From an optimization exercise on the open Yosys and OpenROAD flow, aimed at small area, a short achievable clock period and few clock cycles; shortcuts taken in it are not production practice. RTL that was checked went through simulation tests only; none was proved equivalent to the original. Only the layout flow was run in runs 3 to 5; the RTL was not checked for function there.

==> design/flow/config.mk <==
export PLATFORM = sky130hd
export DESIGN_NAME = battery_gauge_level_tracker
export DESIGN_NICKNAME = battery_gauge_level_tracker
export VERILOG_FILES = /design/flow/design.v
export SDC_FILE = /design/flow/constraint.sdc
export NUM_CORES = 4
export LEC_CHECK = 0
export ABC_AREA = 1
export CAP_MARGIN = 20
export CORE_MARGIN = 2
export CORE_UTILIZATION = 40
export SETUP_SLACK_MARGIN = 5
export SLEW_MARGIN = 20
==> design/flow/constraint.sdc <==
create_clock -name core_clock -period 12.0 [get_ports {clk_i}]
set_input_delay 2.4000 -clock core_clock [delete_from_list [all_inputs] [get_ports {clk_i}]]
set_output_delay 2.4000 -clock core_clock [all_outputs]
set_load 0.01 [all_outputs]
==> design/flow/design.v <==
package bgl_pkg;
  localparam logic [15:0] VMin   = 16'd3100;
  localparam logic [15:0] VDisL3 = 16'd3903;
  localparam logic [15:0] VDisL2 = 16'd3773;
  localparam logic [15:0] VDisL1 = 16'd3712;
  localparam logic [15:0] VDisL0 = 16'd3460;
  function automatic logic [48:0] rule_lookup(input logic usb, input logic [1:0] rng,
                                              input logic [1:0] lv);
    logic [48:0] r;
    r = '0;
    case ({usb, rng, lv})
      5'd0: r = {1'b0, 1'b1, 16'd510, 16'd0, 15'd0};
      5'd1: r = {1'b0, 1'b0, 16'd480, 16'd510, 15'd30};
      5'd2: r = {1'b0, 1'b0, 16'd320, 16'd480, 15'd160};
      5'd3: r = {1'b0, 1'b0, 16'd80, 16'd320, 15'd240};
      5'd4: r = {1'b1, 1'b0, 16'd4000, 16'd3100, 15'd900};
      5'd5: r = {1'b1, 1'b0, 16'd4090, 16'd4000, 15'd90};
      5'd6: r = {1'b0, 1'b1, 16'd510, 16'd0, 15'd0};
      5'd7: r = {1'b0, 1'b0, 16'd70, 16'd510, 15'd440};
      5'd8: r = {1'b1, 1'b0, 16'd3925, 16'd3100, 15'd825};
      5'd9: r = {1'b1, 1'b0, 16'd4015, 16'd3925, 15'd90};
      5'd10: r = {1'b1, 1'b0, 16'd4175, 16'd4015, 15'd160};
      5'd11: r = {1'b0, 1'b1, 16'd90, 16'd0, 15'd0};
      5'd12: r = {1'b1, 1'b0, 16'd3885, 16'd3100, 15'd785};
      5'd13: r = {1'b1, 1'b0, 16'd3975, 16'd3885, 15'd90};
      5'd14: r = {1'b1, 1'b0, 16'd4135, 16'd3975, 15'd160};
      5'd15: r = {1'b0, 1'b1, 16'd130, 16'd0, 15'd0};
      5'd16: r = {1'b1, 1'b0, 16'd4090, 16'd3100, 15'd990};
      5'd17: r = {1'b1, 1'b0, 16'd4165, 16'd4090, 15'd75};
      5'd18: r = {1'b0, 1'b1, 16'd290, 16'd0, 15'd0};
      5'd19: r = {1'b0, 1'b0, 16'd50, 16'd290, 15'd240};
      5'd20: r = {1'b1, 1'b0, 16'd3910, 16'd3100, 15'd810};
      5'd21: r = {1'b1, 1'b0, 16'd3990, 16'd3910, 15'd80};
      5'd22: r = {1'b1, 1'b0, 16'd4140, 16'd3990, 15'd150};
      5'd23: r = {1'b0, 1'b1, 16'd90, 16'd0, 15'd0};
      5'd24: r = {1'b1, 1'b0, 16'd3860, 16'd3100, 15'd760};
      5'd25: r = {1'b1, 1'b0, 16'd3940, 16'd3860, 15'd80};
      5'd26: r = {1'b1, 1'b0, 16'd4080, 16'd3940, 15'd140};
      5'd27: r = {1'b0, 1'b1, 16'd180, 16'd0, 15'd0};
      5'd28: r = {1'b1, 1'b0, 16'd3830, 16'd3100, 15'd730};
      5'd29: r = {1'b1, 1'b0, 16'd3915, 16'd3830, 15'd85};
      5'd30: r = {1'b1, 1'b0, 16'd4050, 16'd3915, 15'd135};
      5'd31: r = {1'b0, 1'b1, 16'd230, 16'd0, 15'd0};
      default: r = '0;
    endcase
    rule_lookup = r;
  endfunction
  function automatic logic [6:0] cbase(input logic [2:0] n);
    logic [6:0] b;
    case (n)
      3'd0: b = 7'd0;
      3'd1: b = 7'd25;
      3'd2: b = 7'd50;
      3'd3: b = 7'd80;
      default: b = 7'd100;
    endcase
    cbase = b;
  endfunction
  function automatic logic [6:0] dtop(input logic [2:0] n);
    logic [6:0] b;
    case (n)
      3'd0: b = 7'd25;
      3'd1: b = 7'd50;
      3'd2: b = 7'd80;
      default: b = 7'd100;
    endcase
    dtop = b;
  endfunction
endpackage
module bgl_divider #(
  parameter int HI = 4,
  parameter int LO = 0
) (
  input  logic [19:0] rem_i,
  input  logic [14:0] den_i,
  input  logic [4:0]  quo_i,
  output logic [19:0] rem_o,
  output logic [4:0]  quo_o
);
  logic [16:0] trial;
  always_comb begin
    rem_o = rem_i;
    quo_o = quo_i;
    trial = '0;
    for (int k = HI; k >= LO; k--) begin
      trial = {1'b0, rem_o[k +: 16]} - {2'b0, den_i};
      if (!trial[16]) begin
        rem_o[k +: 16] = trial[15:0];
        quo_o[k] = 1'b1;
      end
    end
  end
endmodule
module battery_gauge_level_tracker (
  input  logic        clk_i,
  input  logic        rst_ni,
  input  logic        in_valid_i,
  output logic        in_ready_o,
  input  logic [57:0] in_data_i,
  output logic        out_valid_o,
  input  logic        out_ready_i,
  output logic [10:0] out_data_o
);
  localparam logic [1:0] K_DIV = 2'd0;    
  localparam logic [1:0] K_CONST = 2'd1;  
  localparam logic [1:0] K_KEEP = 2'd2;   
  localparam logic [1:0] K_NOP = 2'd3;    
  logic out_valid_q, adv;
  assign adv = !out_valid_q || out_ready_i;
  assign in_ready_o = adv;
  logic signed [7:0] temp;
  logic [1:0] rng;
  assign temp = in_data_i[38:31];
  always_comb begin
    if (temp < 8'sd10) rng = 2'd0;
    else if (temp < 8'sd20) rng = 2'd1;
    else if (temp < 8'sd30) rng = 2'd2;
    else rng = 2'd3;
  end
  logic        s_valid_q;
  logic        chg, nochg, usb;
  logic [1:0]  s_rng_q;
  logic [15:0] v, cur;
  logic [14:0] mc;
  always_ff @(posedge clk_i or negedge rst_ni) begin
    if (!rst_ni) s_valid_q <= 1'b0;
    else if (adv) s_valid_q <= in_valid_i;
  end
  always_ff @(posedge clk_i) begin
    if (adv) begin
      chg <= in_data_i[57]; nochg <= in_data_i[56]; usb <= in_data_i[55];
      v <= in_data_i[54:39]; s_rng_q <= rng; cur <= in_data_i[30:15]; mc <= in_data_i[14:0];
    end
  end
  logic       mode_q;
  logic [2:0] band_q;
  logic        sw;
  logic [2:0]  seed, b, nb;
  logic [1:0]  kind;
  logic [48:0] rl;
  logic        rl_volt, rl_mc;
  logic [15:0] rl_thr, rl_other;
  logic [14:0] rl_d;
  logic        climb;
  logic [15:0] opa, opb;
  logic [16:0] diff;
  logic [15:0] dmc;
  logic [14:0] x, d;
  always_comb begin
    sw = (chg != mode_q);
    if (chg) seed = 3'd0;
    else if (v > bgl_pkg::VDisL3) seed = 3'd4;
    else if (v > bgl_pkg::VDisL2) seed = 3'd3;
    else if (v > bgl_pkg::VDisL1) seed = 3'd2;
    else if (v > bgl_pkg::VDisL0) seed = 3'd1;
    else seed = 3'd0;
    b = sw ? seed : band_q;
    rl = bgl_pkg::rule_lookup(usb, s_rng_q, b[1:0]);
    rl_volt = rl[48];
    rl_mc = rl[47];
    rl_thr = rl[46:31];
    rl_other = rl[30:15];
    rl_d = rl[14:0];
    climb = rl_volt ? (v > rl_thr) : (cur < rl_thr);
    dmc = {1'b0, mc} - rl_thr;
    if (chg) begin
      opa = rl_volt ? v : (rl_mc ? {1'b0, mc} : rl_other);
      opb = rl_volt ? rl_other : cur;
    end else begin
      case (b)
        3'd3: opa = bgl_pkg::VDisL3;
        3'd2: opa = bgl_pkg::VDisL2;
        3'd1: opa = bgl_pkg::VDisL1;
        default: opa = bgl_pkg::VDisL0;
      endcase
      opb = v;
    end
    diff = {1'b0, opa} - {1'b0, opb};
    x = diff[16] ? 15'd0 : diff[14:0];
    nb = b; kind = K_DIV;
    d = rl_mc ? dmc[14:0] : rl_d;
    if (chg) begin
      if (nochg) kind = K_NOP;
      else if (b[2]) kind = K_KEEP;
      else if (climb) begin
        nb = b + 3'd1; kind = K_CONST;
      end else if (rl_mc && (dmc[15] || dmc == 16'd0)) kind = K_CONST;
    end else begin
      case (b)
        3'd4: begin
          if (v < bgl_pkg::VDisL3) begin
            nb = 3'd3; kind = K_CONST;
          end else kind = K_KEEP;
        end
        3'd3: begin
          d = 15'(bgl_pkg::VDisL3 - bgl_pkg::VDisL2);
          if (v < bgl_pkg::VDisL2) begin
            nb = 3'd2; kind = K_CONST;
          end
        end
        3'd2: begin
          d = 15'(bgl_pkg::VDisL2 - bgl_pkg::VDisL1);
          if (v < bgl_pkg::VDisL1) begin
            nb = 3'd1; kind = K_CONST;
          end
        end
        3'd1: begin
          d = 15'(bgl_pkg::VDisL1 - bgl_pkg::VDisL0);
          if (v < bgl_pkg::VDisL0) begin
            nb = 3'd0; kind = K_CONST;
          end
        end
        default: begin
          d = 15'(bgl_pkg::VDisL0 - bgl_pkg::VMin);
          if (v <= bgl_pkg::VMin) x = 15'(bgl_pkg::VDisL0 - bgl_pkg::VMin);
        end
      endcase
    end
  end
  always_ff @(posedge clk_i or negedge rst_ni) begin
    if (!rst_ni) begin
      mode_q <= 1'b0; band_q <= 3'd4;
    end else if (adv && s_valid_q) begin
      mode_q <= chg; band_q <= nb;
    end
  end
  logic        a_valid_q, b_valid_q, c_valid_q;
  logic [6:0]  a_ctl_q, b_ctl_q, c_ctl_q;
  logic [14:0] a_x_q, a_d_q, b_d_q;
  logic [17:0] b_rem_q;
  logic [1:0]  b_quo_q;
  logic [4:0]  c_quo_q;
  always_ff @(posedge clk_i or negedge rst_ni) begin
    if (!rst_ni) begin
      a_valid_q <= 1'b0; b_valid_q <= 1'b0; c_valid_q <= 1'b0;
    end else if (adv) begin
      a_valid_q <= s_valid_q; b_valid_q <= a_valid_q; c_valid_q <= b_valid_q;
    end
  end
  always_ff @(posedge clk_i) begin
    if (adv) begin
      a_ctl_q <= {chg, sw, kind, nb}; a_x_q <= x; a_d_q <= d;
    end
  end
  logic [19:0] num, rem_b;
  logic [4:0]  quo_b;
  always_comb begin
    case (a_ctl_q[2:0])
      3'd3: num = {1'b0, a_x_q, 4'd0} + {3'd0, a_x_q, 2'd0};                
      3'd2: num = {a_x_q, 5'd0} - {4'd0, a_x_q, 1'b0};                      
      default: num = {1'b0, a_x_q, 4'd0} + {2'd0, a_x_q, 3'd0} + {5'd0, a_x_q};  
    endcase
  end
  bgl_divider #(.HI(4), .LO(3)) u_div_b (
    .rem_i(num), .den_i(a_d_q), .quo_i(5'd0), .rem_o(rem_b), .quo_o(quo_b)
  );
  always_ff @(posedge clk_i) begin
    if (adv) begin
      b_ctl_q <= a_ctl_q; b_d_q <= a_d_q; b_rem_q <= rem_b[17:0]; b_quo_q <= quo_b[4:3];
    end
  end
  logic [19:0] rem_c;
  logic [4:0]  quo_c;
  bgl_divider #(.HI(2), .LO(0)) u_div_c (
    .rem_i({2'd0, b_rem_q}), .den_i(b_d_q), .quo_i({b_quo_q, 3'd0}), .rem_o(rem_c), .quo_o(quo_c)
  );
  always_ff @(posedge clk_i) begin
    if (adv) begin
      c_ctl_q <= b_ctl_q; c_quo_q <= quo_c;
    end
  end
  logic       c_chg, c_sw;
  logic [1:0] c_kind;
  logic [2:0] c_band;
  assign {c_chg, c_sw, c_kind, c_band} = c_ctl_q;
  logic [6:0] cpct_q, dpct_q, disp_q;
  logic [7:0] lrep_q;
  logic       rep_q;
  logic [2:0] oband_q;
  logic [6:0] base, qv, p;
  logic [7:0] lrep_e;
  logic       rep;
  always_comb begin
    base = c_chg ? bgl_pkg::cbase(c_band) : bgl_pkg::dtop(c_band);
    qv = (c_kind == K_DIV) ? {2'd0, c_quo_q} : 7'd0;
    p = c_chg ? (base + qv) : (base - qv);
    if (c_kind == K_KEEP) p = c_chg ? cpct_q : ((dpct_q < 7'd80) ? 7'd100 : dpct_q);
    lrep_e = c_sw ? 8'd255 : lrep_q;
    rep = (c_kind != K_NOP) && ({1'b0, p} != lrep_e);
  end
  always_ff @(posedge clk_i or negedge rst_ni) begin
    if (!rst_ni) begin
      out_valid_q <= 1'b0; cpct_q <= 7'd100; dpct_q <= 7'd0; lrep_q <= 8'd0;
      disp_q <= 7'd100; rep_q <= 1'b0; oband_q <= 3'd4;
    end else if (adv) begin
      out_valid_q <= c_valid_q;
      if (c_valid_q) begin
        if (c_chg) begin
          if (c_kind != K_NOP) cpct_q <= p;
        end else dpct_q <= p;
        lrep_q <= rep ? {1'b0, p} : lrep_e;
        if (rep && (c_chg ? (p > disp_q) : (p < disp_q))) disp_q <= p;
        rep_q <= rep;
        oband_q <= c_band;
      end
    end
  end
  assign out_valid_o = out_valid_q;
  assign out_data_o = {disp_q, oband_q, rep_q};
endmodule
==> design/flow/run.sh <==
#!/bin/bash
# synth_recipe.tcl (not shown) runs the flow's synth.tcl, then flattens the netlist and writes it again
# the make line also repeats each setting of config.mk as NAME=value (left out here)
make -C /OpenROAD-flow-scripts/flow DESIGN_CONFIG=/design/flow/config.mk WORK_HOME=/design/flow/orfs CLKGATE_MAP_FILE= SYNTH_SCRIPT=/design/flow/synth_recipe.tcl finish
==> out/metrics.yaml, run 1 <==
outcome: "finished clean"
cp.required_ns: 9.60
overflow: 0
crit_fanout: 26
worstMarginPinSlew_ns: 1.06
synth_seq_area_share_pct: 29.4
grt.total_usage_pct: 22.2
cts_buffers: 17
cts_tree: "done"
synth_nets: 2766
cp.arrival_ns: 4.39
die_w_um: 217
drc: 0
ys_warn_count: 3
min_from: "b_ctl_q[4]$_DFFE_PN_"
synth_area_per_cell_um2: 7.33
holdWs_ns: 0.424
clockRootBuffer: "clkbuf_16"
ys_top_cells_by_area: "edfxtp_1 (24%), ha_1 (14%), nand2_1 (13%), inv_1 (6.3%), a21oi_1 (5.4%)"
syn_to_final_growth_pct: 12.5
drv_cap: 0
place_congestion: 0.930
dpl-instance-area_um2: 19500
setup_viol: 0
crit_path_max_incr_delay_ns: 0.53
wl_per_cell_um: 16.2
initial_core_util_pct: 40.3
worstSkewPairLatency_ns: 0.49
cts_max_level: 4
ys_ff_latch: 185
setup_tns_ns: 0
grt_max_degree: 70
placementRows: 78
rsz0062_at_grt: "no"
wirelength_um: 51600
n_antenna_cell: 0
fmax_ghz: 0.147
async_flop_share_pct: 22.7
buffer_ports.inserted: 73
fillers: 4522
antenna_found_initial: 0
fin_crit_sh_pct: 56.6
synth_cell_types: 61
die_h_um: 217
core_um2: 45200
synth_edf_count: 143
io_pins: 75
crit_path_end_kind: "output port"
post-route-cell-area_um2: 20500
synth-main-ff-cell: "edfxtp_1"
drtAntennaViolNets: 0
drive_gt1_share_pct: 6.63
path_cells: "clkdlybuf4s50_1 -> nor2_4 -> clkinvlp_4 -> buf_4 -> buf_4 -> clkdlybuf4s50_1"
num_vias: 17100
yosysTopAreaCellShare_pct: 23.6
grt_pass1_wl_um: 82700
final-hold-violation-count: 0
synth_top_cell_by_area: "edfxtp_1"
clk_pin_slew_worst_paths_ns: 0.08
final_cell_mix: "nand2_1 (608), inv_1 (302), ha_1 (201), a21oi_1 (194), o21ai_0 (188)"
hpwl_um: 40600
r2r-start: "v[4]$_DFFE_PN_"
slowest_stage: "clkdlybuf4s50_1"
cts_buffer_depth: 2
fin_skew_ns: 0.0184
syn_inst: 2483
crit_start: "out_ready_i"
cts_hold_buffers: 0
grt_pass1_vias: 16400
synth_area_um2: 18200
nNetsFinal: 2851
seq_area_um2: 5360
viasPerCell: 5.38
path_class: "in2out"
slew_viol_final: 0
drt-initial-drc-count: 1464
drt-pass1-iter-count: 5
hold_path_class: "reg2reg"
multiInputGateArea_um2: 11500
startpoint_type: "input port"
slew_headroom_pct: 28.7
dieArea_um2: 47200
min_period_ns: 6.79
cts_sinks: 185
mostFrequentLayoutCell: "nand2_1"
flip-flops by register name, summed over array words and instances, names as in the netlist, 8 cells and up:
name and flops:
b_rem_q 18, cur 16, v 16, a_d_q 15, a_x_q 15, b_d_q 15, mc 15, lrep_q 8
synth_stat cells (6+ instances only):
library cell and count:
a211oi_1 11, a21boi_0 6, a21o_1 14, a21oi_1 198, a31oi_1 17, buf_2 13, clkbuf_1 22, dfrtp_1 34
dfstp_2 8, edfxtp_1 143, fa_1 20, ha_1 201, inv_1 304, inv_2 12, nand2_1 609, nand2_2 10
nand3_1 153, nand3b_1 9, nand4_1 34, nor2_1 179, nor2_2 9, nor3_1 28, o211ai_1 20, o21ai_0 192
o21ai_1 8, o21ai_2 6, o21bai_1 11, o221ai_1 8, o22ai_1 12, o31ai_1 8, or2_2 18, xnor2_1 32
xor2_1 63
area by class of cell:
class | count | share of cell area, %
Multi-Input combinational cell | 1929 | 56.1
Sequential cell | 185 | 26.1
Inverter | 321 | 5.96
Timing Repair Buffer | 110 | 4.90
Tap cell | 600 | 3.67
Clock buffer | 17 | 2.08
Clock inverter | 15 | 1.09
Timing Repair inverter | 4 | 0.110
kinds of logic (layout without fill, tap and decap cells):
group | after synthesis | after routing | share of synthesized area, %
compound gates | 546 | 546 | 17.2
xor+xnor | 95 | 95 | 4.57
fa+ha+maj | 221 | 221 | 16.0
buf+inv | 369 | 467 | 7.95
flops | 185 | 185 | 29.4
simple gates | 1067 | 1067 | 24.9
worst paths after layout:
| check | end | cells after the start | slack (ns) |
|---|---|---|---|
| hold / removal | c_ctl_q[4]$_DFFE_PN_ | 0 | 0.42 |
| min in group asynchronous | disp_q[0]$_DFFE_PN0P_ | 1 | 2.04 |
| max in group asynchronous | dpct_q[1]$_DFFE_PN0P_ | 1 | 9.39 |
| setup reg to reg | a_x_q[7]$_DFFE_PN_ | 33 | 5.42 |
| setup / recovery | in_ready_o | 6 | 5.21 |
| hold reg to reg | c_ctl_q[4]$_DFFE_PN_ | 0 | 0.42 |
metal layers:
| metal | up-vias | part of all wire (%) | global-route usage [%] |
|---|---|---|---|
| met5 | - | 0 | 0 |
| met4 | 0 | 3.6 | 9.61 |
| met3 | 122 | 5.0 | 3.79 |
| met2 | 474 | 46 | 36.7 |
| met1 | 7895 | 46 | 28.4 |
| li1 | 8618 | - | - |
per-stage QoR:
step	setup slack, ns	instances	utilization (%)
after floorplan	5.08	2483	-
after global placement	4.16	3117	43.2
after detailed placement	4.08	3117	43.2
after CTS	4.99	3158	44.8
after global routing	4.97	3181	45.3
final	5.21	3181	45.3
critical path, delay by kind of cell:
kind / cells / cell delay, ns
buffers and inverters: 5 / 1.56
and+or+nand+nor: 1 / 0.39
repair_timing:
item / in CTS / in global routing
setup endpoints to repair: 28 / 32
resized for setup: 6 / 24
pin swaps: 0 / 2
buffers inserted: 6 / 22
gates cloned: 3 / 1
Testbench counts, summed over its fixed seeds: cycles 4,840.
==> run 2, diff against run 1 <==
--- a/design/flow/config.mk
+++ b/design/flow/config.mk
@@ -10,4 +10,3 @@
 export CORE_MARGIN = 2
 export CORE_UTILIZATION = 40
-export SETUP_SLACK_MARGIN = 5
 export SLEW_MARGIN = 20
==> run 2 against run 1 <==
  * Area after synthesis did not move
  * Highest routed layer unchanged
  * Largest cell class unchanged
  * Die area is the same
  * Synthesized cell count is the same
  * Still clean on timing, DRC and antenna
  * Critical endpoint is now b_rem_q[5]$_DFFE_PN_
  * Fmax is 13% lower
  * Sequential share of layout area rose by 0.44 points
==> out/metrics.yaml, run 2 <==
outcome: "finished clean"
drt-initial-drc-count: 1401  # -4.3%
drt-pass1-iter-count: 6  # +1
synth_cell_types: 61  # unchanged
rrSetupSlack_ns: 4.22  # -1.20 ns
drv_cap: 0  # unchanged
yosysTopAreaCellShare_pct: 23.6  # unchanged
setup_viol: 0  # unchanged
clockRootBuffer: "clkbuf_16"
viasPerCell: 5.37  # -0.22%
overflow: 0  # unchanged
final_cell_mix: "nand2_1 (609), inv_1 (303), ha_1 (201), a21oi_1 (198), o21ai_0 (192)"
cp.required_ns: 12.36  # +2.76 ns
slew_headroom_pct: 36.7  # +8.0 points
crit_fanout: 22  # -15%
antenna_found_initial: 0  # unchanged
mostFrequentLayoutCell: "nand2_1"
dieArea_um2: 47200  # unchanged
synth-main-ff-cell: "edfxtp_1"
endpoint: "b_rem_q[5]$_DFFE_PN_"
crit_path_end_kind: "register"
synth_seq_area_share_pct: 29.4  # unchanged
hold_path_class: "reg2reg"
wirelength_um: 51200  # -0.78%
drc: 0  # unchanged
wl_per_cell_um: 16.3  # +0.26%
hpwl_um: 40800  # +0.59%
grt.total_usage_pct: 22.1  # -0.037 points
place_ws_ns: 4.28  # +0.197 ns
synth_nets: 2766  # unchanged
syn_to_final_growth_pct: 10.7
setup_tns_ns: 0  # unchanged
cp.arrival_ns: 8.13  # +3.74 ns
place_congestion: 0.948  # +2.0%
synth.top_cells.by_count: "nand2_1 (609), inv_1 (304), ha_1 (201)"
drive_gt1_share_pct: 4.83  # -1.8 points
largest_reg_flops: 18  # unchanged
die_h_um: 217  # unchanged
n_antenna_cell: 0  # unchanged
final_util_pct: 44.6  # -0.74 points
core_um2: 45200  # unchanged
post_cts_buffers: 0  # -6
rsz0062_at_grt: "no"
async_flop_share_pct: 22.7  # unchanged
slew_viol_final: 0  # unchanged
ys_top_cells_by_area: "edfxtp_1 (24%), ha_1 (14%), nand2_1 (13%), inv_1 (6.3%), a21oi_1 (5.4%)"
die_w_um: 217  # unchanged
fillers: 4542  # +0.44%
cts_sinks: 185  # unchanged
reg_top3: "b_rem_q: 18 flops, cur: 16 flops, v: 16 flops"
io_pins: 75  # unchanged
final-hold-violation-count: 0  # unchanged
worst_path_most_repeated_cell: "nand2_1"
r2r-start: "a_x_q[4]$_DFFE_PN_"
cts_max_level: 4  # unchanged
initial_core_util_pct: 40.3  # unchanged
startpoint_type: "register"
cts_tree: "done"
crit_path_max_incr_delay_ns: 0.63  # +0.10 ns
path_class: "reg2reg"
ys_warn_count: 3  # unchanged
nNetsFinal: 2818  # -1.2%
synth_area_um2: 18200  # unchanged
grt_pass1_vias: 16300  # -0.90%
cts_hold_buffers: 0  # unchanged
synth_area_per_cell_um2: 7.33  # unchanged
cts_buffers: 17  # unchanged
dpl-instance-area_um2: 19500  # about the same
worstSkewPairLatency_ns: 0.50  # about the same
worstMarginPinSlew_ns: 0.940  # -0.119 ns
fin_crit_sh_pct: 64.8  # +8.2 points
ys_ff_latch: 185  # unchanged
r2r.worst_path.cells: 36  # +9.1%
fin_skew_ns: 0.0229  # +0.00448 ns
setup_ws_ns: 4.22  # -0.986 ns
syn_inst: 2483  # unchanged
fmax_ghz: 0.129  # -13%
synth_edf_count: 143  # unchanged
placementRows: 78  # unchanged
grt_pass1_wl_um: 83200  # +0.59%
post-route-cell-area_um2: 20100  # -1.6%
synth_most_common_cell: "nand2_1"
buffer_ports.inserted: 73  # unchanged
reg2reg_to: "b_rem_q[5]$_DFFE_PN_"
clk_pin_slew_worst_paths_ns: 0.09  # about the same
synth_top_cell_by_area: "edfxtp_1"
max_flop_register: "b_rem_q"
grt_max_degree: 71  # +1.4%
crit_start: "a_x_q[4]$_DFFE_PN_"
cts_resized: 0  # -6
slowest_stage: "edfxtp_1"
drtAntennaViolNets: 0  # unchanged
cts_buffer_depth: 2  # unchanged
min_period_ns: 7.78  # +0.986 ns
num_vias: 16900  # -1.3%
==> run 2: final cells by class <==
cell class	count	area, um^2	area share (%)
Multi-Input combinational cell	1929	11400	56.6
Tap cell	600	751	3.73
Clock buffer	17	425	2.11
Clock inverter	15	218	1.08
Inverter	321	1210	6.01
Sequential cell	185	5360	26.6
Timing Repair Buffer	81	786	3.90
==> run 2: cell families after synthesis <==
kind of cell | count (synthesis) | synth area share (%)
and+or+nand+nor | 1067 | 24.9
AOI/OAI and AO/OA | 546 | 17.2
buffers and inverters | 369 | 7.95
adders and majority gates | 221 | 16.0
DFF | 185 | 29.4
xor gates and xnor gates | 95 | 4.57
==> run 2: critical path: cells and delay by family (launching register included) <==
kind | cells | cell delay (ns)
flops | 1 | 0.63
simple gates | 18 | 2.23
fa+ha+maj | 5 | 2.03
buf+inv | 2 | 0.52
compound gates | 11 | 2.23
==> run 2: per-stage QoR <==
| stage | std cells | hold WS [ns] |
|---|---|---|
| floorplan | 2483 | 0.400 |
| global placement | 3116 | 0.400 |
| detailed placement | 3116 | 0.405 |
| CTS | 3148 | 0.425 |
| global route | 3148 | 0.430 |
| finish | 3148 | 0.422 |
==> run 2: metal layers <==
layer  global-route usage [%]  vias to the layer above  share of wire [%]
met1                     28.8                     7819                 45
met5                        0                        -                  0
met3                     3.70                       83                5.4
li1                         -                     8557                  -
met4                     8.31                        0                2.8
met2                     36.8                      436                 46
==> run 2: worst min-delay path by stage <==
| stage | start | end | cells past startpoint |
|---|---|---|---|
| floorplan | a_ctl_q[3]$_DFFE_PN_ | b_ctl_q[3]$_DFFE_PN_ | 0 |
| global placement | a_ctl_q[6]$_DFFE_PN_ | b_ctl_q[6]$_DFFE_PN_ | 0 |
| detailed placement | b_ctl_q[2]$_DFFE_PN_ | c_ctl_q[2]$_DFFE_PN_ | 0 |
| CTS | b_ctl_q[2]$_DFFE_PN_ | c_ctl_q[2]$_DFFE_PN_ | 0 |
| global route | a_ctl_q[3]$_DFFE_PN_ | b_ctl_q[3]$_DFFE_PN_ | 0 |
| finish | b_ctl_q[0]$_DFFE_PN_ | c_ctl_q[0]$_DFFE_PN_ | 0 |
==> run 3, diff against run 2 <==
--- a/design/flow/design.v
+++ b/design/flow/design.v
@@ -143,4 +143,5 @@
   logic [14:0] rl_d;
   logic        climb;
+  logic [15:0] cmp_l, cmp_r;
   logic [15:0] opa, opb;
   logic [16:0] diff;
@@ -162,5 +163,7 @@
     rl_other = rl[30:15];
     rl_d = rl[14:0];
-    climb = rl_volt ? (v > rl_thr) : (cur < rl_thr);
+    cmp_l = rl_volt ? rl_thr : cur;
+    cmp_r = rl_volt ? v : rl_thr;
+    climb = cmp_l < cmp_r;
     dmc = {1'b0, mc} - rl_thr;
     if (chg) begin
@@ -245,10 +248,18 @@
   logic [19:0] num, rem_b;
   logic [4:0]  quo_b;
+  logic [19:0] mul_a, mul_b, mul_c;
   always_comb begin
     case (a_ctl_q[2:0])
-      3'd3: num = {1'b0, a_x_q, 4'd0} + {3'd0, a_x_q, 2'd0};                
-      3'd2: num = {a_x_q, 5'd0} - {4'd0, a_x_q, 1'b0};                      
-      default: num = {1'b0, a_x_q, 4'd0} + {2'd0, a_x_q, 3'd0} + {5'd0, a_x_q};  
+      3'd3: begin   
+        mul_a = {1'b0, a_x_q, 4'd0}; mul_b = {3'd0, a_x_q, 2'd0}; mul_c = 20'd0;
+      end
+      3'd2: begin   
+        mul_a = {a_x_q, 5'd0}; mul_b = ~{4'd0, a_x_q, 1'b0}; mul_c = 20'd1;
+      end
+      default: begin   
+        mul_a = {1'b0, a_x_q, 4'd0}; mul_b = {2'd0, a_x_q, 3'd0}; mul_c = {5'd0, a_x_q};
+      end
     endcase
+    num = mul_a + mul_b + mul_c;
   end
   bgl_divider #(.HI(4), .LO(3)) u_div_b (
--- a/design/flow/config.mk
+++ b/design/flow/config.mk
@@ -10,3 +10,4 @@
 export CORE_MARGIN = 2
 export CORE_UTILIZATION = 40
+export SETUP_SLACK_MARGIN = 5
 export SLEW_MARGIN = 20
==> run 3 against run 2 <==
  * Setup slack improved by 0.35 ns
  * Sequential share of layout area decreased by 0.33 points
  * First-iteration DRC count decreased by 22%
  * Critical path type unchanged
  * Final area increased by 1.3%
  * Critical path depth increased by 8
  * Utilization increased by 5.6 points
  * Hold slack got worse by 0.0033 ns
  * Non-clock buffer count increased by 158
  * Die area decreased by 9.7%
==> out/metrics.yaml, run 3 <==
outcome: "finished clean"
synth-main-ff-cell: "edfxtp_1"
antenna_found_initial: 0  # unchanged
hold_path_class: "reg2reg"
r2r.worst_path.cells: 44  # +22%
drt-pass1-iter-count: 5  # -1
cts_sinks: 185  # unchanged
cts_buffers: 17  # unchanged
synth_most_common_cell: "nand2_1"
crit_fanout: 7  # -68%
synth_xor_area_share_pct: 5.02  # +0.45 points
wirelength_um: 46800  # -8.7%
post-route-cell-area_um2: 20400  # +1.3%
cts_hold_buffers: 0  # unchanged
fin_skew_ns: 0.0232  # +0.000339 ns
slowest_stage: "fa_1"
cts_max_level: 4  # unchanged
yosys.area_share.simple_pct: 19.6  # -5.3 points
ys_top_cells_by_area: "edfxtp_1 (26%), ha_1 (12%), nand2_1 (9.4%), inv_1 (6.5%), o21ai_0 (6.3%)"
cts_tree: "done"
min_period_ns: 7.43  # -0.350 ns
synth_edf_count: 143  # unchanged
crit_path_max_incr_delay_ns: 0.57  # -0.06 ns
hpwl_um: 33600  # -18%
num_vias: 15200  # -9.9%
synth_seq_area_share_pct: 32.6  # +3.2 points
synth_nets: 2359  # -15%
overflow: 0  # unchanged
drc: 0  # unchanged
die_h_um: 207  # -5.0%
synth_compound_area_share_pct: 19.4  # +2.3 points
place_congestion: 0.983  # +3.7%
drive_gt1_share_pct: 17.9  # +13 points
cp_top_family: "compound AO/OA/AOI/OAI gates"
synth.top_cells.by_count: "nand2_1 (412), inv_1 (282), o21ai_0 (208)"
clk_pin_slew_worst_paths_ns: 0.09  # about the same
nNetsFinal: 2569  # -8.8%
fin_crit_sh_pct: 61.9  # -2.9 points
drv_cap: 0  # unchanged
max_flop_register: "b_rem_q"
crit_path_end_kind: "register"
drt-initial-drc-count: 1092  # -22%
placementRows: 74  # -5.1%
startpoint_type: "register"
fillers: 3807  # -16%
setup_viol: 0  # unchanged
syn_inst: 2117  # -15%
synth_area_per_cell_um2: 7.75  # +5.7%
cp.required_ns: 12.31  # -0.05 ns
yosysTopAreaCellShare_pct: 26.2  # +2.6 points
path_class: "reg2reg"
final-hold-violation-count: 0  # unchanged
dieArea_um2: 42700  # -9.7%
synth_mux_area_share_pct: 0.259  # +0.26 points
worstMarginPinSlew_ns: 0.962  # +0.0217 ns
async_flop_share_pct: 22.7  # unchanged
worstSetupPathDepth: 44  # +22%
crit_buf_inv: 7  # +5
core_um2: 40600  # -10%
syn_to_final_growth_pct: 24.4
initial_core_util_pct: 40.4  # +0.084 points
cts_buffer_depth: 2  # unchanged
synth_fa_ha_area_share_pct: 14.6  # -1.4 points
reg_top3: "b_rem_q: 18 flops, cur: 16 flops, v: 16 flops"
cp.arrival_ns: 7.74  # -0.39 ns
n_antenna_cell: 0  # unchanged
wl_per_cell_um: 16.3  # +0.12%
buffer_ports.inserted: 73  # unchanged
synth_cell_types: 65  # +6.6%
slew_headroom_pct: 35.9  # -0.79 points
ys_ff_latch: 185  # unchanged
rsz0062_at_grt: "yes"
io_pins: 75  # unchanged
holdPathStages: 0  # unchanged
setup_tns_ns: 0  # unchanged
slew_viol_final: 0  # unchanged
synth_top_cell_by_area: "edfxtp_1"
clockRootBuffer: "clkbuf_16"
grt_max_degree: 59  # -17%
final_cell_mix: "nand2_1 (391), inv_1 (267), o21ai_0 (187), buf_4 (150), a21oi_1 (148)"
synth_area_um2: 16400  # -9.9%
drtAntennaViolNets: 0  # unchanged
grt.total_usage_pct: 21.9  # -0.22 points
dpl-instance-area_um2: 17700  # -9.1%
fmax_ghz: 0.135  # +4.7%
worstSkewPairLatency_ns: 0.49  # about the same
synth_top_family_by_area: "simple AND/OR/NAND/NOR gates"
mostFrequentLayoutCell: "nand2_1"
viasPerCell: 5.30  # -1.3%
die_w_um: 207  # -5.0%
grt_pass1_wl_um: 73400  # -12%
ys_warn_count: 3  # unchanged
largest_reg_flops: 18  # unchanged
grt_pass1_vias: 14500  # -11%
==> run 3: area by class of cell <==
class / count / area (um^2) / area share, %
Clock inverter: 15 / 230 / 1.13
Inverter: 298 / 1190 / 5.82
Clock buffer: 17 / 425 / 2.08
Timing Repair inverter: 9 / 75.1 / 0.368
Multi-Input combinational cell: 1577 / 10400 / 50.9
Timing Repair Buffer: 239 / 2080 / 10.2
Sequential cell: 185 / 5360 / 26.2
Tap cell: 532 / 666 / 3.26
==> run 3: what timing repair did <==
| action | 4_1_cts | 5_1_grt |
|---|---|---|
| gates resized for setup | 117 | 83 |
| endpoints found under the hold margin | 0 | 0 |
| setup buffers | 118 | 37 |
| endpoints found under the setup margin | 33 | 32 |
| gates cloned | 9 | 1 |
| pin swaps | 44 | 64 |
==> run 3: cell families (layout without fill, tap and decap cells) <==
group                      Yosys count  after routing
AOI/OAI and AO/OA                  556            556
xor gates and xnor gates            94             94
adders and majority gates          180            180
buffers and inverters              356            578
DFF                                185            185
muxes                                4              4
other                                1              1
and+or+nand+nor                    741            742
==> run 3: per-stage QoR <==
stage,instances,worst slack [ns],utilization (%),hold slack (ns)
floorplan,2117,5.01,-,0.400
global placement,2675,3.90,43.6,0.401
detailed placement,2675,3.72,43.6,0.405
CTS,2834,4.92,48.6,0.419
global route,2872,4.22,50.2,0.425
finish,2872,4.57,50.2,0.419
==> run 3: worst paths after layout <==
| path | start | to | slack (ns) |
|---|---|---|---|
| worst max-delay path | a_ctl_q[2]$_DFFE_PN_ | b_rem_q[3]$_DFFE_PN_ | 4.57 |
| worst min-delay path | b_quo_q[0]$_DFFE_PN_ | c_quo_q[3]$_DFFE_PN_ | 0.42 |
| worst max register to register | a_ctl_q[2]$_DFFE_PN_ | b_rem_q[3]$_DFFE_PN_ | 4.57 |
| worst min register to register | b_quo_q[0]$_DFFE_PN_ | c_quo_q[3]$_DFFE_PN_ | 0.42 |
| max in group asynchronous | rst_ni | oband_q[0]$_DFFE_PN0P_ | 9.32 |
| min in group asynchronous | rst_ni | disp_q[1]$_DFFE_PN0P_ | 2.06 |
==> run 3: layer usage <==
layer  track usage, %  up-vias  part of all wire, %
met1             28.3     7107                   45
li1                 -     7642                    -
met4             7.93        0                  2.9
met2             36.9      397                   47
met5                0        -                    0
met3             3.48       73                  4.8
==> run 3: worst register-to-register path, delay by kind of cell, from the launching register on <==
family / cells / cell delay [ns]
AO/OA/AOI/OAI: 17 / 2.55
XOR/XNOR: 1 / 0.23
AND/OR/NAND/NOR: 14 / 1.52
multiplexers: 1 / 0.19
flip-flops: 1 / 0.50
adder cells (fa/ha/maj): 4 / 1.53
buffers and inverters: 7 / 0.75
==> run 4, diff against run 3 <==
--- a/design/flow/config.mk
+++ b/design/flow/config.mk
@@ -6,8 +6,8 @@
 export NUM_CORES = 4
 export LEC_CHECK = 0
-export ABC_AREA = 1
+export ABC_AREA = 0
 export CAP_MARGIN = 20
 export CORE_MARGIN = 2
-export CORE_UTILIZATION = 40
+export CORE_UTILIZATION = 60
 export SETUP_SLACK_MARGIN = 5
 export SLEW_MARGIN = 20
==> run 4 against run 3 <==
  * Utilization grew 22 points
  * Routed wire length grew 3.8%
  * Hold slack lost 0.0036 ns
  * Setup slack lost 0.031 ns
  * Critical path type unchanged
==> out/metrics.yaml, run 4 <==
met2_usage_pct: 51.8  # +15 points
grt_pass1_wl_um: 74000  # +0.81%
syn_inst: 1897  # -10%
crit_path_end_kind: "register"
busiest_layer: "met2"
synth_area_per_cell_um2: 8.90  # +15%
synth_most_common_cell: "nor2_1"
largest_reg_flops: 18  # unchanged
hold_path_class: "reg2reg"
n_antenna_cell: 0  # unchanged
clockRootBuffer: "clkbuf_16"
cts_max_level: 4  # unchanged
final_cell_mix: "nor2_1 (191), a21oi_1 (157), edfxtp_1 (143), nand2_1 (141), ha_1 (139)"
mostFrequentLayoutCell: "nor2_1"
met3_usage_pct: 5.11  # +1.6 points
rsz0062_at_grt: "yes"
ys_ff_latch: 185  # unchanged
antenna_found_initial: 1  # +1
slew_viol_final: 0  # unchanged
setup_tns_ns: 0  # unchanged
reg_top3: "b_rem_q: 18 flops, cur: 16 flops, v: 16 flops"
holdWs_ns: 0.415  # -0.00360 ns
synth_edf_count: 143  # unchanged
buffer_ports.inserted: 73  # unchanged
drv_cap: 0  # unchanged
synth.top_cells.by_count: "nor2_1 (194), a21oi_1 (168), ha_1 (161)"
fmax_ghz: 0.134  # -0.42%
cp.required_ns: 12.19  # -0.12 ns
synth_seq_area_share_pct: 31.7  # -0.92 points
fin_skew_ns: 0.0148  # -0.00836 ns
ys_warn_count: 3  # unchanged
grt_max_degree: 64  # +8.5%
drt-initial-drc-count: 1650  # +51%
setup_viol: 0  # unchanged
slew_headroom_pct: 23.8  # -12 points
viasPerCell: 6.40  # +21%
post-route-cell-area_um2: 20000  # -2.2%
num_vias: 15300  # +0.71%
synth_cell_types: 90  # +38%
slowest_stage: "fa_1"
overflow: 0  # unchanged
nNetsFinal: 2247  # -13%
grt.total_usage_pct: 32.1  # +10 points
drtAntennaViolNets: 0  # unchanged
syn_to_final_growth_pct: 18.3
cts_buffer_depth: 2  # unchanged
cp.arrival_ns: 7.65  # -0.09 ns
yosysTopAreaCellShare_pct: 25.4  # -0.74 points
crit_path_max_incr_delay_ns: 0.54  # -0.03 ns
path_class: "reg2reg"
max_flop_register: "b_rem_q"
min_period_ns: 7.46  # +0.0314 ns
synth_area_um2: 16900  # +2.9%
seq_area_um2: 5360  # unchanged
cts_tree: "done"
drive_gt1_share_pct: 16.3  # -1.6 points
outcome: "finished clean"
drt-pass1-iter-count: 6  # +1
final-hold-violation-count: 0  # unchanged
ys_top_cells_by_area: "edfxtp_1 (25%), ha_1 (12%), dfrtp_1 (5.0%), a21oi_1 (5.0%), nor2_1 (4.3%)"
dieArea_um2: 29500  # -31%
startpoint_type: "register"
synth_top_cell_by_area: "edfxtp_1"
die_w_um: 172  # -17%
drc: 0  # unchanged
synth-main-ff-cell: "edfxtp_1"
use_met1_pct: 43.8  # +15 points
place_congestion: 0.968  # -1.5%
grt_pass1_vias: 14100  # -2.3%
wl_per_cell_um: 20.3  # +24%
dpl-instance-area_um2: 18000  # +1.5%
fin_crit_sh_pct: 62.1  # +0.26 points
io_pins: 75  # unchanged
die_h_um: 172  # -17%
hpwl_um: 33900  # +0.90%
cts_buffers: 17  # unchanged
wirelength_um: 48500  # +3.8%
multiInputGateArea_um2: 11600  # +12%
crit_fanout: 8  # +1
worstSkewPairLatency_ns: 0.45  # -0.04 ns
async_flop_share_pct: 22.7  # unchanged
cts_sinks: 185  # unchanged
initial_core_util_pct: 60.9  # +21 points
synth_nets: 2139  # -9.3%
fillers: 2051  # -46%
worstMarginPinSlew_ns: 1.13  # +0.163 ns
placementRows: 61  # -18%
clk_pin_slew_worst_paths_ns: 0.08  # about the same
core_um2: 27700  # -32%
==> run 4: cell count changes in the layout (fill, tap and decap cells not counted), sizes merged, moves of 22 or more <==
cell,before,now
o21ai,244,115
nor3,30,55
inv,309,120
buf,167,90
nor2b,0,22
nand3,68,25
nor2,172,194
or3,0,25
mux2,2,70
nand2,426,146
o21a,5,48
a21o,7,31
xor2,57,35
==> run 4: final timing paths <==
path                                            from                    end  slack [ns]  cells past startpoint
max in group asynchronous                     rst_ni  band_q[1]$_DFFE_PN0P_        9.32                      1
min in group asynchronous                     rst_ni  disp_q[3]$_DFFE_PN0P_        2.09                      1
worst min register to register  b_ctl_q[4]$_DFFE_PN_   c_ctl_q[4]$_DFFE_PN_        0.42                      0
worst min-delay path            b_ctl_q[4]$_DFFE_PN_   c_ctl_q[4]$_DFFE_PN_        0.42                      0
worst max-delay path            a_ctl_q[2]$_DFFE_PN_  b_rem_q[10]$_DFFE_PN_        4.54                     32
worst max register to register  a_ctl_q[2]$_DFFE_PN_  b_rem_q[10]$_DFFE_PN_        4.54                     32
==> run 4: layout make-up <==
type	count	share of cell area [%]
Clock buffer	17	2.13
Clock inverter	15	1.11
Inverter	113	2.16
Multi-Input combinational cell	1526	58.0
Sequential cell	185	26.8
Tap cell	378	2.37
Timing Repair Buffer	162	7.36
==> run 4: per-stage QoR <==
step / cells / util (%) / setup WS, ns
after floorplan: 1897 / - / 4.81
after global placement: 2287 / 64.9 / 3.10
after detailed placement: 2287 / 64.9 / 3.01
after CTS: 2361 / 70.1 / 4.75
after global routing: 2396 / 72.1 / 4.32
final: 2396 / 72.1 / 4.54
==> run 4: logic make-up after synthesis <==
group | after synthesis | share of synthesized area [%]
AO/OA/AOI/OAI | 584 | 22.7
flip-flops | 185 | 31.7
XOR/XNOR | 89 | 4.62
AND/OR/NAND/NOR | 574 | 16.1
multiplexers | 93 | 6.19
adder cells (fa/ha/maj) | 181 | 14.2
other | 1 | 0.0222
buffers and inverters | 190 | 4.37
==> run 4: routing by layer <==
metal	vias up	wire [um]
met5	-	0
met4	0	1780
met3	120	3450
met2	683	22500
met1	7249	20800
li1	7275	-
==> run 4: what timing repair did <==
item	4_1_cts	5_1_grt
cloned	3	2
resized for setup	76	51
endpoints found under the setup margin	34	32
pin swaps	26	40
hold buffers	0	0
setup buffers	39	33
==> run 4: worst max-delay path, delay by kind of cell, from the launching register on <==
family	cells	cell delay (ns)
AOI/OAI and AO/OA	11	2.16
and+or+nand+nor	8	1.85
adders and majority gates	4	1.17
buffers and inverters	5	0.71
muxes	3	0.68
DFF	1	0.44
xor gates and xnor gates	1	0.16
==> run 5, diff against run 4 <==
--- a/design/flow/design.v
+++ b/design/flow/design.v
@@ -78,5 +78,5 @@
   output logic [4:0]  quo_o
 );
-  logic [16:0] trial;
+  logic [20:0] trial;
   always_comb begin
     rem_o = rem_i;
@@ -84,7 +84,7 @@
     trial = '0;
     for (int k = HI; k >= LO; k--) begin
-      trial = {1'b0, rem_o[k +: 16]} - {2'b0, den_i};
-      if (!trial[16]) begin
-        rem_o[k +: 16] = trial[15:0];
+      trial = {1'b0, rem_o} - ({6'd0, den_i} << k);
+      if (!trial[20]) begin
+        rem_o = trial[19:0];
         quo_o[k] = 1'b1;
       end
@@ -106,36 +106,24 @@
   localparam logic [1:0] K_KEEP = 2'd2;   
   localparam logic [1:0] K_NOP = 2'd3;    
-  logic out_valid_q, adv;
-  assign adv = !out_valid_q || out_ready_i;
-  assign in_ready_o = adv;
-  logic signed [7:0] temp;
-  logic [1:0] rng;
-  assign temp = in_data_i[38:31];
-  always_comb begin
-    if (temp < 8'sd10) rng = 2'd0;
-    else if (temp < 8'sd20) rng = 2'd1;
-    else if (temp < 8'sd30) rng = 2'd2;
-    else rng = 2'd3;
-  end
-  logic        s_valid_q;
-  logic        chg, nochg, usb;
-  logic [1:0]  s_rng_q;
+  logic        chg, usb, nochg;
   logic [15:0] v, cur;
   logic [14:0] mc;
-  always_ff @(posedge clk_i or negedge rst_ni) begin
-    if (!rst_ni) s_valid_q <= 1'b0;
-    else if (adv) s_valid_q <= in_valid_i;
-  end
-  always_ff @(posedge clk_i) begin
-    if (adv) begin
-      chg <= in_data_i[57]; nochg <= in_data_i[56]; usb <= in_data_i[55];
-      v <= in_data_i[54:39]; s_rng_q <= rng; cur <= in_data_i[30:15]; mc <= in_data_i[14:0];
-    end
-  end
+  logic signed [7:0] temp;
+  assign chg   = in_data_i[57];
+  assign nochg = in_data_i[56];
+  assign usb   = in_data_i[55];
+  assign v     = in_data_i[54:39];
+  assign temp  = in_data_i[38:31];
+  assign cur   = in_data_i[30:15];
+  assign mc    = in_data_i[14:0];
+  logic out_valid_q, adv, acc;
+  assign adv = !out_valid_q || out_ready_i;
+  assign acc = in_valid_i && adv;
+  assign in_ready_o = adv;
   logic       mode_q;
   logic [2:0] band_q;
   logic        sw;
   logic [2:0]  seed, b, nb;
-  logic [1:0]  kind;
+  logic [1:0]  rng, kind;
   logic [48:0] rl;
   logic        rl_volt, rl_mc;
@@ -143,5 +131,4 @@
   logic [14:0] rl_d;
   logic        climb;
-  logic [15:0] cmp_l, cmp_r;
   logic [15:0] opa, opb;
   logic [16:0] diff;
@@ -157,5 +144,9 @@
     else seed = 3'd0;
     b = sw ? seed : band_q;
-    rl = bgl_pkg::rule_lookup(usb, s_rng_q, b[1:0]);
+    if (temp < 8'sd10) rng = 2'd0;
+    else if (temp < 8'sd20) rng = 2'd1;
+    else if (temp < 8'sd30) rng = 2'd2;
+    else rng = 2'd3;
+    rl = bgl_pkg::rule_lookup(usb, rng, b[1:0]);
     rl_volt = rl[48];
     rl_mc = rl[47];
@@ -163,7 +154,5 @@
     rl_other = rl[30:15];
     rl_d = rl[14:0];
-    cmp_l = rl_volt ? rl_thr : cur;
-    cmp_r = rl_volt ? v : rl_thr;
-    climb = cmp_l < cmp_r;
+    climb = rl_volt ? (v > rl_thr) : (cur < rl_thr);
     dmc = {1'b0, mc} - rl_thr;
     if (chg) begin
@@ -224,5 +213,5 @@
     if (!rst_ni) begin
       mode_q <= 1'b0; band_q <= 3'd4;
-    end else if (adv && s_valid_q) begin
+    end else if (acc) begin
       mode_q <= chg; band_q <= nb;
     end
@@ -238,5 +227,5 @@
       a_valid_q <= 1'b0; b_valid_q <= 1'b0; c_valid_q <= 1'b0;
     end else if (adv) begin
-      a_valid_q <= s_valid_q; b_valid_q <= a_valid_q; c_valid_q <= b_valid_q;
+      a_valid_q <= in_valid_i; b_valid_q <= a_valid_q; c_valid_q <= b_valid_q;
     end
   end
@@ -248,18 +237,10 @@
   logic [19:0] num, rem_b;
   logic [4:0]  quo_b;
-  logic [19:0] mul_a, mul_b, mul_c;
   always_comb begin
     case (a_ctl_q[2:0])
-      3'd3: begin   
-        mul_a = {1'b0, a_x_q, 4'd0}; mul_b = {3'd0, a_x_q, 2'd0}; mul_c = 20'd0;
-      end
-      3'd2: begin   
-        mul_a = {a_x_q, 5'd0}; mul_b = ~{4'd0, a_x_q, 1'b0}; mul_c = 20'd1;
-      end
-      default: begin   
-        mul_a = {1'b0, a_x_q, 4'd0}; mul_b = {2'd0, a_x_q, 3'd0}; mul_c = {5'd0, a_x_q};
-      end
+      3'd3: num = {1'b0, a_x_q, 4'd0} + {3'd0, a_x_q, 2'd0};                
+      3'd2: num = {a_x_q, 5'd0} - {4'd0, a_x_q, 1'b0};                      
+      default: num = {1'b0, a_x_q, 4'd0} + {2'd0, a_x_q, 3'd0} + {5'd0, a_x_q};  
     endcase
-    num = mul_a + mul_b + mul_c;
   end
   bgl_divider #(.HI(4), .LO(3)) u_div_b (
--- a/design/flow/config.mk
+++ b/design/flow/config.mk
@@ -6,8 +6,6 @@
 export NUM_CORES = 4
 export LEC_CHECK = 0
-export ABC_AREA = 0
 export CAP_MARGIN = 20
 export CORE_MARGIN = 2
-export CORE_UTILIZATION = 60
-export SETUP_SLACK_MARGIN = 5
+export CORE_UTILIZATION = 40
 export SLEW_MARGIN = 20
==> run 5 against run 4 <==
  * Via count down 0.44%
  * Final area fell by 7.2%
  * Fmax decreased by 26%
  * Hold slack better by 0.0010 ns
  * Non-clock buffer count down 67
  * Utilization fell by 27 points
  * Routed wire length shrank 1.7%
  * Clock skew up 0.0023 ns
  * Global-route usage decreased by 10 points
  * Area after synthesis shrank 0.82%
  * Critical endpoint is now a_x_q[5]$_DFFE_PN_
  * Largest cell class unchanged
==> out/metrics.yaml, run 5 <==
outcome: "finished clean"
fin_crit_sh_pct: 84.0  # +22 points
grt.total_usage_pct: 21.8  # -10 points
place_congestion: 0.926  # -4.3%
post_cts_buffers: 0  # -100%
drtAntennaViolNets: 0  # unchanged
synth_xor_area_share_pct: 4.81  # +0.19 points
largest_reg_flops: 18  # unchanged
instances_no_fill: 2556  # +6.7%
holdPathStages: 0  # unchanged
reg2reg_to: "b_rem_q[16]$_DFFE_PN_"
grt_pass1_vias: 14900  # +5.7%
synth_cell_types: 102  # +13%
synth_top_family_by_area: "compound AO/OA/AOI/OAI gates"
drive_gt1_share_pct: 8.79  # -7.5 points
cts_tree: "done"
fmax_ghz: 0.0992  # -26%
cts_max_level: 4  # unchanged
cts_hold_buffers: 0  # unchanged
yosysTopAreaCellShare_pct: 16.3  # -9.1 points
startpoint_type: "input port"
ys_top_cells_by_area: "edfxtp_1 (16%), ha_1 (15%), dfrtp_1 (4.9%), a21oi_1 (4.6%), o21ai_0 (4.3%)"
grt_max_degree: 61  # -4.7%
ys_warn_count: 3  # unchanged
synth_edf_count: 91  # -36%
place_inst: 2524  # +10%
syn_inst: 1972  # +4.0%
placementRows: 74  # +21%
cp.required_ns: 12.16  # -0.03 ns
synth_most_common_cell: "ha_1"
path_class: "in2reg"
worstSkewPairLatency_ns: 0.43  # -0.02 ns
setup_tns_ns: 0  # unchanged
nNetsFinal: 2293  # +2.0%
wirelength_um: 47700  # -1.7%
drv_cap: 0  # unchanged
cts_buffer_depth: 2  # unchanged
synth_area_um2: 16700  # -0.82%
overflow: 0  # unchanged
rrSetupSlack_ns: 3.50  # -1.04 ns
synth-main-ff-cell: "edfxtp_1"
cts_sinks: 132  # -29%
async_flop_share_pct: 31.1  # +8.4 points
die_w_um: 209  # +21%
final_cell_mix: "ha_1 (200), a21oi_1 (154), nand2_1 (152), o21ai_0 (143), nor2_1 (129)"
hpwl_um: 37300  # +10%
io_pins: 75  # unchanged
synth_compound_area_share_pct: 27.3  # +4.6 points
synth_seq_area_share_pct: 22.5  # -9.2 points
initial_core_util_pct: 40.7  # -20 points
clockRootBuffer: "clkbuf_16"
r2r-start: "a_x_q[4]$_DFFE_PN_"
grt_pass1_wl_um: 77600  # +4.9%
r2r.worst_path.cells: 30  # -6.3%
final-hold-violation-count: 0  # unchanged
synth_top_cell_by_area: "edfxtp_1"
rsz0062_at_grt: "no"
min_period_ns: 10.08  # +2.63 ns
synth_nets: 2254  # +5.4%
n_antenna_cell: 0  # unchanged
crit_path_end_kind: "register"
min_from: "b_ctl_q[4]$_DFFE_PN_"
mostFrequentLayoutCell: "ha_1"
synth.top_cells.by_count: "ha_1 (200), a21oi_1 (155), nand2_1 (152)"
drt-initial-drc-count: 1098  # -33%
dieArea_um2: 43500  # +48%
min_to: "c_ctl_q[4]$_DFFE_PN_"
antenna_found_initial: 0  # -1
synth_fa_ha_area_share_pct: 17.4  # +3.2 points
slew_viol_final: 0  # unchanged
num_vias: 15300  # -0.44%
worstMarginPinSlew_ns: 1.23  # +0.105 ns
slew_headroom_pct: 17.1  # -6.7 points
crit_fanout: 28  # +20
core_um2: 41100  # +48%
cp.arrival_ns: 10.24  # +2.59 ns
ys_ff_latch: 132  # -29%
wl_per_cell_um: 18.7  # -7.9%
cts_resized: 0  # -100%
drt-pass1-iter-count: 6  # unchanged
clk_pin_slew_worst_paths_ns: 0.06  # -0.02 ns
die_h_um: 209  # +21%
synth_area_per_cell_um2: 8.49  # -4.6%
syn_to_final_growth_pct: 10.7
drc: 0  # unchanged
max_flop_register: "b_rem_q"
viasPerCell: 5.97  # -6.7%
setup_viol: 0  # unchanged
synth_mux_area_share_pct: 6.82  # +0.63 points
yosys.area_share.simple_pct: 16.5  # +0.39 points
fin_skew_ns: 0.0172  # +0.00234 ns
buffer_ports.inserted: 73  # unchanged
cts_buffers: 17  # unchanged
hold_path_class: "reg2reg"
-- run 5: cell count changes after synthesis, moves of 11 or more --
cell	change
nor2_1	-65
a21oi_1	-13
ha_1	+39
nand3_1	+18
nor2b_1	+12
a21o_1	+15
edfxtp_1	-52
mux2i_1	+15
mux2_2	-11
o21ai_0	+32
-- run 5: final cells by class --
type,count,area [um^2]
tap,532,666
clock inverter,14,148
clock buffer,18,429
sequential,132,3770
multi-input combinational,1652,12200
timing repair buffer,95,886
inverter,113,424
fill,4029,22600
-- run 5: kinds of logic after synthesis --
group,after synthesis
compound gates,680
xor+xnor,92
fa+ha+maj,221
buf+inv,188
flops,132
mux,102
simple gates,557
-- run 5: per-stage QoR --
step                      instance area, um^2  utilization, %  setup WS [ns]  hold slack (ns)
after floorplan                         16700               -           3.93            0.400
after global placement                  18000            43.7           1.71            0.404
after detailed placement                18000            43.7           1.71            0.405
after CTS                               18500            45.1           2.13            0.420
after global routing                    18500            45.1           1.47            0.420
final                                   18500            45.1           1.92            0.416
-- run 5: how the worst max path moves through the flow --
stage | startpoint | to | slack (ns) | cells past startpoint
after global routing | in_data_i[52] | a_x_q[5]$_DFFE_PN_ | 1.47 | 25
after floorplan | in_data_i[52] | a_x_q[6]$_DFFE_PN_ | 3.93 | 26
after CTS | in_data_i[52] | a_x_q[6]$_DFFE_PN_ | 2.13 | 25
final | in_data_i[52] | a_x_q[5]$_DFFE_PN_ | 1.92 | 25
after global placement | in_data_i[52] | a_x_q[5]$_DFFE_PN_ | 1.71 | 25
after detailed placement | in_data_i[52] | a_x_q[6]$_DFFE_PN_ | 1.71 | 25
-- run 5: critical path, stage by stage --
cell             delay, ns
clkdlybuf4s50_1       0.51
nor4_4                0.60
and2_1                0.24
o21a_1                0.28
a31oi_1               0.07
o21ai_1               0.60
and2_1                0.71
inv_1                 0.34
ha_1                  0.56
a21o_1                0.30
nand2_1               0.73
nand2_1               0.16
o22ai_1               0.22
a21oi_1               0.07
ha_1                  0.33
nor2b_1               0.15
o21ai_0               0.19
a21boi_0              0.17
o211ai_1              0.26
a21oi_1               0.13
o31ai_1               0.45
o2111ai_1             0.19
a21oi_1               0.18
buf_4                 0.22
o21ai_0               0.13
-- run 5: metal layers --
metal	GRT usage (%)	part of all wire, %	wire [um]	vias up
met5	0	0	0	-
met4	6.65	2.3	1100	0
met3	3.31	5.0	2380	60
met2	36.2	46	21900	407
met1	29.4	47	22300	7252
li1	-	-	-	7541

## afterwards: timing with drivers on the ports
In the flow no input, the clock included, has a driving cell. The finished layouts below were timed again as built, in two steps. Step 1, drivers: a clkbuf_16 drives clk_i and a buf_2 each remaining input, both assumed. Step 2 times the ports against the registers' clock, not the clock port: input delays grow and output delays shrink by t, the midpoint of the rising clock arrivals with the driver on. Three values: no drivers, after step 1, after step 2; two values: the first two.
run	shift t [ns]	setup slack, ns	worst setup path at the end	slew at the worst register clock pin (ns)
run 1	0.544	5.210 / 5.181 / 5.181	input to output	0.09 / 0.09
run 2	0.540	4.224 / 4.224 / 4.224	register to register	0.09 / 0.09
run 3	0.534	4.575 / 4.575 / 4.575	register to register	0.09 / 0.09
run 4	0.499	4.543 / 4.543 / 4.543	register to register	0.08 / 0.08
run 5	0.477	1.918 / 1.942 / 1.465	input to register	0.07 / 0.07
After both steps setup and hold are still met in every run listed. For run 5, which loses most, drivers alone change the setup slack by +0.024 ns; drivers and shift together by -0.453 ns.
